This is an optimization exercise on Yosys and OpenROAD, whose aim is small area, a short achievable clock period and few clock cycles per item, not a production implementation. In this exercise RTL edits were held to simulation tests only and were not proved equivalent to the original. No activity file was given, so power comes from the tool's default toggle rates.

==> flow/design.v (excerpt) <==
module sort_pipe #(
  parameter int DATA_W   = 8,
  parameter int LOG_SIZE = 4,
  parameter int SIZE     = 2**LOG_SIZE,
  parameter int SIGNED   = 0
) (
  input  logic                       clk,
  input  logic                       rst,
  input  logic                       i_valid,
  output logic                       o_ready,
  input  logic                       i_desc,
  input  logic [DATA_W*SIZE-1:0]     i_din,
  output logic                       o_valid,
  input  logic                       i_ready,
  output logic                       o_desc,
  output logic [DATA_W*SIZE-1:0]     o_dout,
  output logic [LOG_SIZE*SIZE-1:0]   o_idx
);
Size in the first run: about 10000 cells after synthesis, roughly 330 I/O pins.
export LEC_CHECK = 0
export ABC_AREA = 1
export CAP_MARGIN = 20
export CORE_MARGIN = 2
export CORE_UTILIZATION = 25
export PLACE_DENSITY = 0.5
export SETUP_SLACK_MARGIN = 2.0
export SLEW_MARGIN = 20
create_clock -name core_clock -period 4.5 [get_ports {clk}]
standard.sh (not shown) runs the stock make flow with config.mk's settings and CLKGATE_MAP_FILE= SYNTH_SCRIPT=/design/flow/synth_recipe.tcl, a recipe that flattens the netlist after the stock synthesis.
==> flow/flow/run.sh <==
#!/bin/bash
# Layout flow: the standard flow (standard.sh), except that the buffers placed on the input
# and output ports are plain buffers (buf_1) rather than the placer's default choice. Every port
# still gets its own buffer. Each tool's output is kept in the ORFS logs under orfs/logs.
set -euo pipefail
bash standard.sh "BUFFER_PORTS_ARGS=-buffer_cell sky130_fd_sc_hd__buf_1" finish > flow_standard.log 2>&1
Testbench counts at the start, summed over its fixed seeds: cycles 3,224, items 3,200.
Next try:
PLACE_DENSITY = 0.4   (was 0.5)
The new run ran to the end with no violations.
Combinational power came out higher by a little under a tenth.
Routed wire length grows by roughly a tenth.
Global-route usage rises by 4.5 points.
Next try:
PLACE_DENSITY = 0.35   (was 0.4)
The changed run completed without violations.
Cell area increases by 0.87%.
Global-route usage decreases by 0.67 points.
Clock-buffer cell count increases by 9.
Power increases by about 2%.
Die area does not change.
First-iteration DRC count decreases by 5.2%.
Setup slack is worse by 0.046 ns.
Cell count barely changes.

* * *

Setup of green:
Another version of the RTL of sort_pipe (not shown whole).
Size in the first run: roughly 650 flip-flops.
Design sort_pipe, start of the top module:
module sort_pipe #(
  parameter int DATA_W   = 8,
  parameter int LOG_SIZE = 4,
  parameter int SIZE     = 2**LOG_SIZE,
  parameter int SIGNED   = 0
) (
  input  logic                       clk,
  input  logic                       rst,
  input  logic                       i_valid,
  output logic                       o_ready,
  input  logic                       i_desc,
  input  logic [DATA_W*SIZE-1:0]     i_din,
  output logic                       o_valid,
  input  logic                       i_ready,
  output logic                       o_desc,
  output logic [DATA_W*SIZE-1:0]     o_dout,
  output logic [LOG_SIZE*SIZE-1:0]   o_idx
);
clock: 4.5 ns
lec_check: 0
abc_area: 1
cap_margin: 10
core_margin: 2
core_utilization: 25
place_density: 0.4
setup_slack_margin: 2.0
slew_margin: 10
tns_end_percent: 5
run.sh (not shown) runs the stock make flow with config.mk's settings and CLKGATE_MAP_FILE= SYNTH_SCRIPT=/design/flow/synth_recipe.tcl, a recipe that flattens the netlist after the stock synthesis.
Stock flow here: none of the scripts above is used.
green went all the way through the flow, and no timing, DRC or antenna check failed.
Testbench counts of green, summed over its fixed seeds: cycles 3,224, items 3,200.
Changes in purple relative to green:
- SLEW_MARGIN changed from 10 to 20
- TNS_END_PERCENT removed (was 5)
- CAP_MARGIN changed from 10 to 20
==> flow/flow/run.sh (new file) <==
#!/bin/bash
# Layout flow: the standard flow (standard.sh), except that the buffers placed on the input
# and output ports are plain buffers (buf_1) rather than the placer's default choice. Every port
# still gets its own buffer. Each tool's output is kept in the ORFS logs under orfs/logs.
set -euo pipefail
bash standard.sh "BUFFER_PORTS_ARGS=-buffer_cell sky130_fd_sc_hd__buf_1" finish > flow_standard.log 2>&1
==> flow/standard.sh (new file) <==
#!/bin/bash
# synth_recipe.tcl (not shown) runs the flow's synth.tcl, then flattens the netlist and writes it again
# the make line also repeats each setting of config.mk as NAME=value (left out here)
make -C /OpenROAD-flow-scripts/flow DESIGN_CONFIG=/design/flow/config.mk WORK_HOME=/design/flow/orfs CLKGATE_MAP_FILE= SYNTH_SCRIPT=/design/flow/synth_recipe.tcl "${@:-finish}"
removed: flow/run.sh
Findings:
Core occupancy in the finished layout (lower): green. purple vs green, wire length went up by about 4%. purple ended up with r2_rank[46] as its capturing instance or port of the critical path; green ended up with r3_key[110]. Between green and purple, the flow reports number of setup buffers added after CTS increasing by more than 100%. Leakage power in purple is 0.00027 uW lower than in green. Compared purple vs green, and global-route wire length before repair is up in purple. purple vs green — met3 wirelength from detailed routing climbed by more than 10%. Met1 routing resource usage after global routing in purple vs green: up 1.2 points. Sort green and purple by via-per-instance ratio asc -> top: green. Looking only at share of cell area taken by flip-flops and latches, and setting everything else aside, the higher value of green and purple goes to green. Compared to green, purple has final area 410 um^2 higher.

* * *

== run 1 ==
The RTL this note starts from:
==> flow/design.v <==
module sort_pipe #(
  parameter int DATA_W   = 8,
  parameter int LOG_SIZE = 4,
  parameter int SIZE     = 2**LOG_SIZE,
  parameter int SIGNED   = 0
) (
  input  logic                       clk,
  input  logic                       rst,
  input  logic                       i_valid,
  output logic                       o_ready,
  input  logic                       i_desc,
  input  logic [DATA_W*SIZE-1:0]     i_din,
  output logic                       o_valid,
  input  logic                       i_ready,
  output logic                       o_desc,
  output logic [DATA_W*SIZE-1:0]     o_dout,
  output logic [LOG_SIZE*SIZE-1:0]   o_idx
);
  localparam int KW = DATA_W*SIZE;
  localparam int IW = LOG_SIZE*SIZE;
  localparam int NP = SIZE*(SIZE-1)/2;
  function automatic int pidx(input int i, input int j);
    pidx = i*SIZE - i*(i+1)/2 + (j - i - 1);
  endfunction
  function automatic logic key_le(input logic [DATA_W-1:0] a, input logic [DATA_W-1:0] b);
    logic c;
    c = 1'b1;
    for (int i = 0; i < DATA_W; i++) c = (~a[i] & b[i]) | ((~a[i] | b[i]) & c);
    key_le = c;
  endfunction
  function automatic logic [1:0] fadd(input logic a, input logic b, input logic c);
    fadd = {(a & b) | (a & c) | (b & c), a ^ b ^ c};
  endfunction
  function automatic logic [9:0] pc_first(input logic [14:0] v);
    logic [4:0] s, c;
    for (int i = 0; i < 5; i++) {c[i], s[i]} = fadd(v[3*i], v[3*i+1], v[3*i+2]);
    pc_first = {c, s};
  endfunction
  function automatic logic [5:0] pc_rest(input logic [9:0] f);
    logic [4:0] s, c;
    logic [1:0] x, u, b0, m;
    {c, s} = f;
    x  = fadd(s[0], s[1], s[2]);                       
    u  = fadd(c[0], c[1], c[2]);
    b0 = fadd(x[0], s[3], s[4]);                       
    m  = fadd(u[0], c[3], c[4]);
    pc_rest = {u[1], m[1], x[1], b0[1], m[0], b0[0]};
  endfunction
  logic              w_ce;
  logic              r1_vld, r1_desc, r2_vld, r2_desc, r3_vld, r3_desc;
  logic              r3_vld_port;        
  logic [KW-1:0]     r1_key, r2_key, r3_key;
  logic [NP-1:0]     r1_c;                 
  logic [6*SIZE-1:0] r2_rank;
  logic [IW-1:0]     r3_idx;
  assign w_ce    = ~r3_vld | i_ready;
  assign o_ready = ~r3_vld_port | i_ready;
  logic [DATA_W-1:0] w_kx [SIZE];
  logic [NP-1:0]     w_c;
  logic [6*SIZE-1:0] w_rank;
  for (genvar i = 0; i < SIZE; i++) begin : g_kx
    logic [DATA_W-1:0] k;
    assign k = i_din[i*DATA_W +: DATA_W];
    assign w_kx[i] = (SIGNED != 0) ? {~k[DATA_W-1] ^ i_desc, k[DATA_W-2:0] ^ {(DATA_W-1){i_desc}}}
                                   : k ^ {DATA_W{i_desc}};
  end
  for (genvar i = 0; i < SIZE; i++) begin : g_ci
    for (genvar j = i + 1; j < SIZE; j++) begin : g_cj
      assign w_c[pidx(i, j)] = key_le(w_kx[i], w_kx[j]);
    end
  end
  for (genvar j = 0; j < SIZE; j++) begin : g_rank
    logic [SIZE-2:0] pre;
    for (genvar i = 0; i < SIZE; i++) begin : g_pre
      if (i < j) begin : g_lo
        assign pre[i] = r1_c[pidx(i, j)];
      end else if (i > j) begin : g_hi
        assign pre[i-1] = ~r1_c[pidx(j, i)];
      end
    end
    assign w_rank[j*6 +: 6] = pc_rest(pc_first(pre));
  end
  logic [SIZE-1:0] w_sel [SIZE];           
  logic [KW-1:0]   w_dout;
  logic [IW-1:0]   w_idx;
  for (genvar j = 0; j < SIZE; j++) begin : g_dec
    logic [1:0] w4;
    logic [2:0] w2;
    logic       b0;
    logic [3:0] t;                         
    logic [2:0] f;                         
    logic [7:0] h;                         
    assign {w4, w2, b0} = r2_rank[j*6 +: 6];
    assign t[0] = ~w2[0] & ~w2[1] & ~w2[2];
    assign t[1] = (w2 == 3'b001) | (w2 == 3'b010) | (w2 == 3'b100);
    assign t[2] = (w2 == 3'b011) | (w2 == 3'b101) | (w2 == 3'b110);
    assign t[3] = w2[0] & w2[1] & w2[2];
    assign f[0] = ~w4[0] & ~w4[1];
    assign f[1] = w4[0] ^ w4[1];
    assign f[2] = w4[0] & w4[1];
    assign h[0] = t[0] & f[0];
    assign h[1] = t[1] & f[0];
    assign h[2] = (t[2] & f[0]) | (t[0] & f[1]);
    assign h[3] = (t[3] & f[0]) | (t[1] & f[1]);
    assign h[4] = (t[2] & f[1]) | (t[0] & f[2]);
    assign h[5] = (t[3] & f[1]) | (t[1] & f[2]);
    assign h[6] = t[2] & f[2];
    assign h[7] = t[3] & f[2];
    for (genvar r = 0; r < SIZE; r++) begin : g_r
      assign w_sel[j][r] = h[r / 2] & (b0 == 1'(r % 2));
    end
  end
  for (genvar r = 0; r < SIZE; r++) begin : g_out
    logic [DATA_W-1:0]   k;
    logic [LOG_SIZE-1:0] x;
    always_comb begin
      k = '0;
      x = '0;
      for (int j = 0; j < SIZE; j++) begin
        if (w_sel[j][r]) begin
          k = k | r2_key[j*DATA_W +: DATA_W];
          x = x | LOG_SIZE'(j);
        end
      end
    end
    assign w_dout[r*DATA_W +: DATA_W]  = k;
    assign w_idx[r*LOG_SIZE +: LOG_SIZE] = x;
  end
  always_ff @(posedge clk) begin
    r3_vld_port <= ~rst & ((r2_vld & w_ce) | (r3_vld_port & ~i_ready));
  end
  always_ff @(posedge clk) begin
    if (rst) begin
      r1_vld <= 1'b0;
      r2_vld <= 1'b0;
      r3_vld <= 1'b0;
    end else if (w_ce) begin
      r1_vld <= i_valid;
      r2_vld <= r1_vld;
      r3_vld <= r2_vld;
    end
  end
  always_ff @(posedge clk) begin
    if (w_ce) begin
      r1_desc <= i_desc;
      r1_key  <= i_din;
      r1_c    <= w_c;
      r2_desc <= r1_desc;
      r2_key  <= r1_key;
      r2_rank <= w_rank;
      r3_desc <= r2_desc;
      r3_key  <= w_dout;
      r3_idx  <= w_idx;
    end
  end
  assign o_valid = r3_vld_port;
  assign o_desc  = r3_desc;
  assign o_dout  = r3_key;
  assign o_idx   = r3_idx;
endmodule
clock: 4.5 ns
lec_check: 0
abc_area: 1
cap_margin: 20
core_margin: 2
core_utilization: 25
place_density: 0.35
setup_slack_margin: 2.2
slew_margin: 20
standard.sh (not shown) runs the stock make flow with config.mk's settings and CLKGATE_MAP_FILE= SYNTH_SCRIPT=/design/flow/synth_recipe.tcl, a recipe that flattens the netlist after the stock synthesis.
==> flow/flow/run.sh <==
#!/bin/bash
# Layout flow: the standard flow (standard.sh), except that the buffers placed on the input
# and output ports are plain buffers (buf_1) rather than the placer's default choice. Every port
# still gets its own buffer. Each tool's output is kept in the ORFS logs under orfs/logs.
set -euo pipefail
bash standard.sh "BUFFER_PORTS_ARGS=-buffer_cell sky130_fd_sc_hd__buf_1" finish > flow_standard.log 2>&1
Testbench counts of run 1, summed over its fixed seeds: cycles 3,224, items 3,200.
Setup changes, run 1 to run 2
- SETUP_SLACK_MARGIN changed from 2.2 to 2.0
- Power: run 2 draws less than run 1
- Run 1 was larger in final cell area than run 2.
- Delta (run 2 minus run 1): count of placed standard cells in the final layout, fillers left out saw a decrease; relative max-transition margin shows an increase of 0.18 points.

-- re-timing with driven ports --
The flow's constraints put no driver on any port. The routed layouts listed below were extracted and timed again, unchanged, in two steps.
Step 1 sets driving cells, clkbuf_16 on the clock port and buf_2 on the other inputs (assumed; they add their load-dependent delay and slew).
Step 2 times the ports against the registers' clock, not the clock port: input delays grow and output delays shrink by t, the midpoint of the rising clock arrivals with the driver on.
Three values: ideal ports, drivers, drivers and shift; two values: the first two.
run	t, ns	setup WS [ns]	hold slack, ns	worst register clock-pin slew, ns	cell pins on the clock port's net
the first run of note 1	0.865	1.727 / 1.727 / 1.205	0.350 / 0.265 / 0.394	0.10 / 0.10	1
the second run of note 1	0.847	1.878 / 1.796 / 1.185	0.353 / 0.283 / 0.377	0.06 / 0.06	1
the third run of note 1	0.853	1.832 / 1.804 / 1.197	0.348 / 0.264 / 0.359	0.07 / 0.07	1
green	0.839	1.422 / 1.422 / 0.878	0.386 / 0.386 / 0.386	0.07 / 0.07	1
purple	0.851	1.584 / 1.584 / 1.139	0.323 / 0.285 / 0.379	0.07 / 0.07	1
run 1	0.824	1.942 / 1.942 / 1.312	0.381 / 0.308 / 0.397	0.07 / 0.07	1
run 2	0.828	1.860 / 1.860 / 1.181	0.385 / 0.308 / 0.402	0.07 / 0.07	1
After both steps every run listed still meets setup and hold. For the second run of note 1, which loses most, drivers alone change the setup slack by -0.082 ns; drivers and shift together by -0.693 ns.
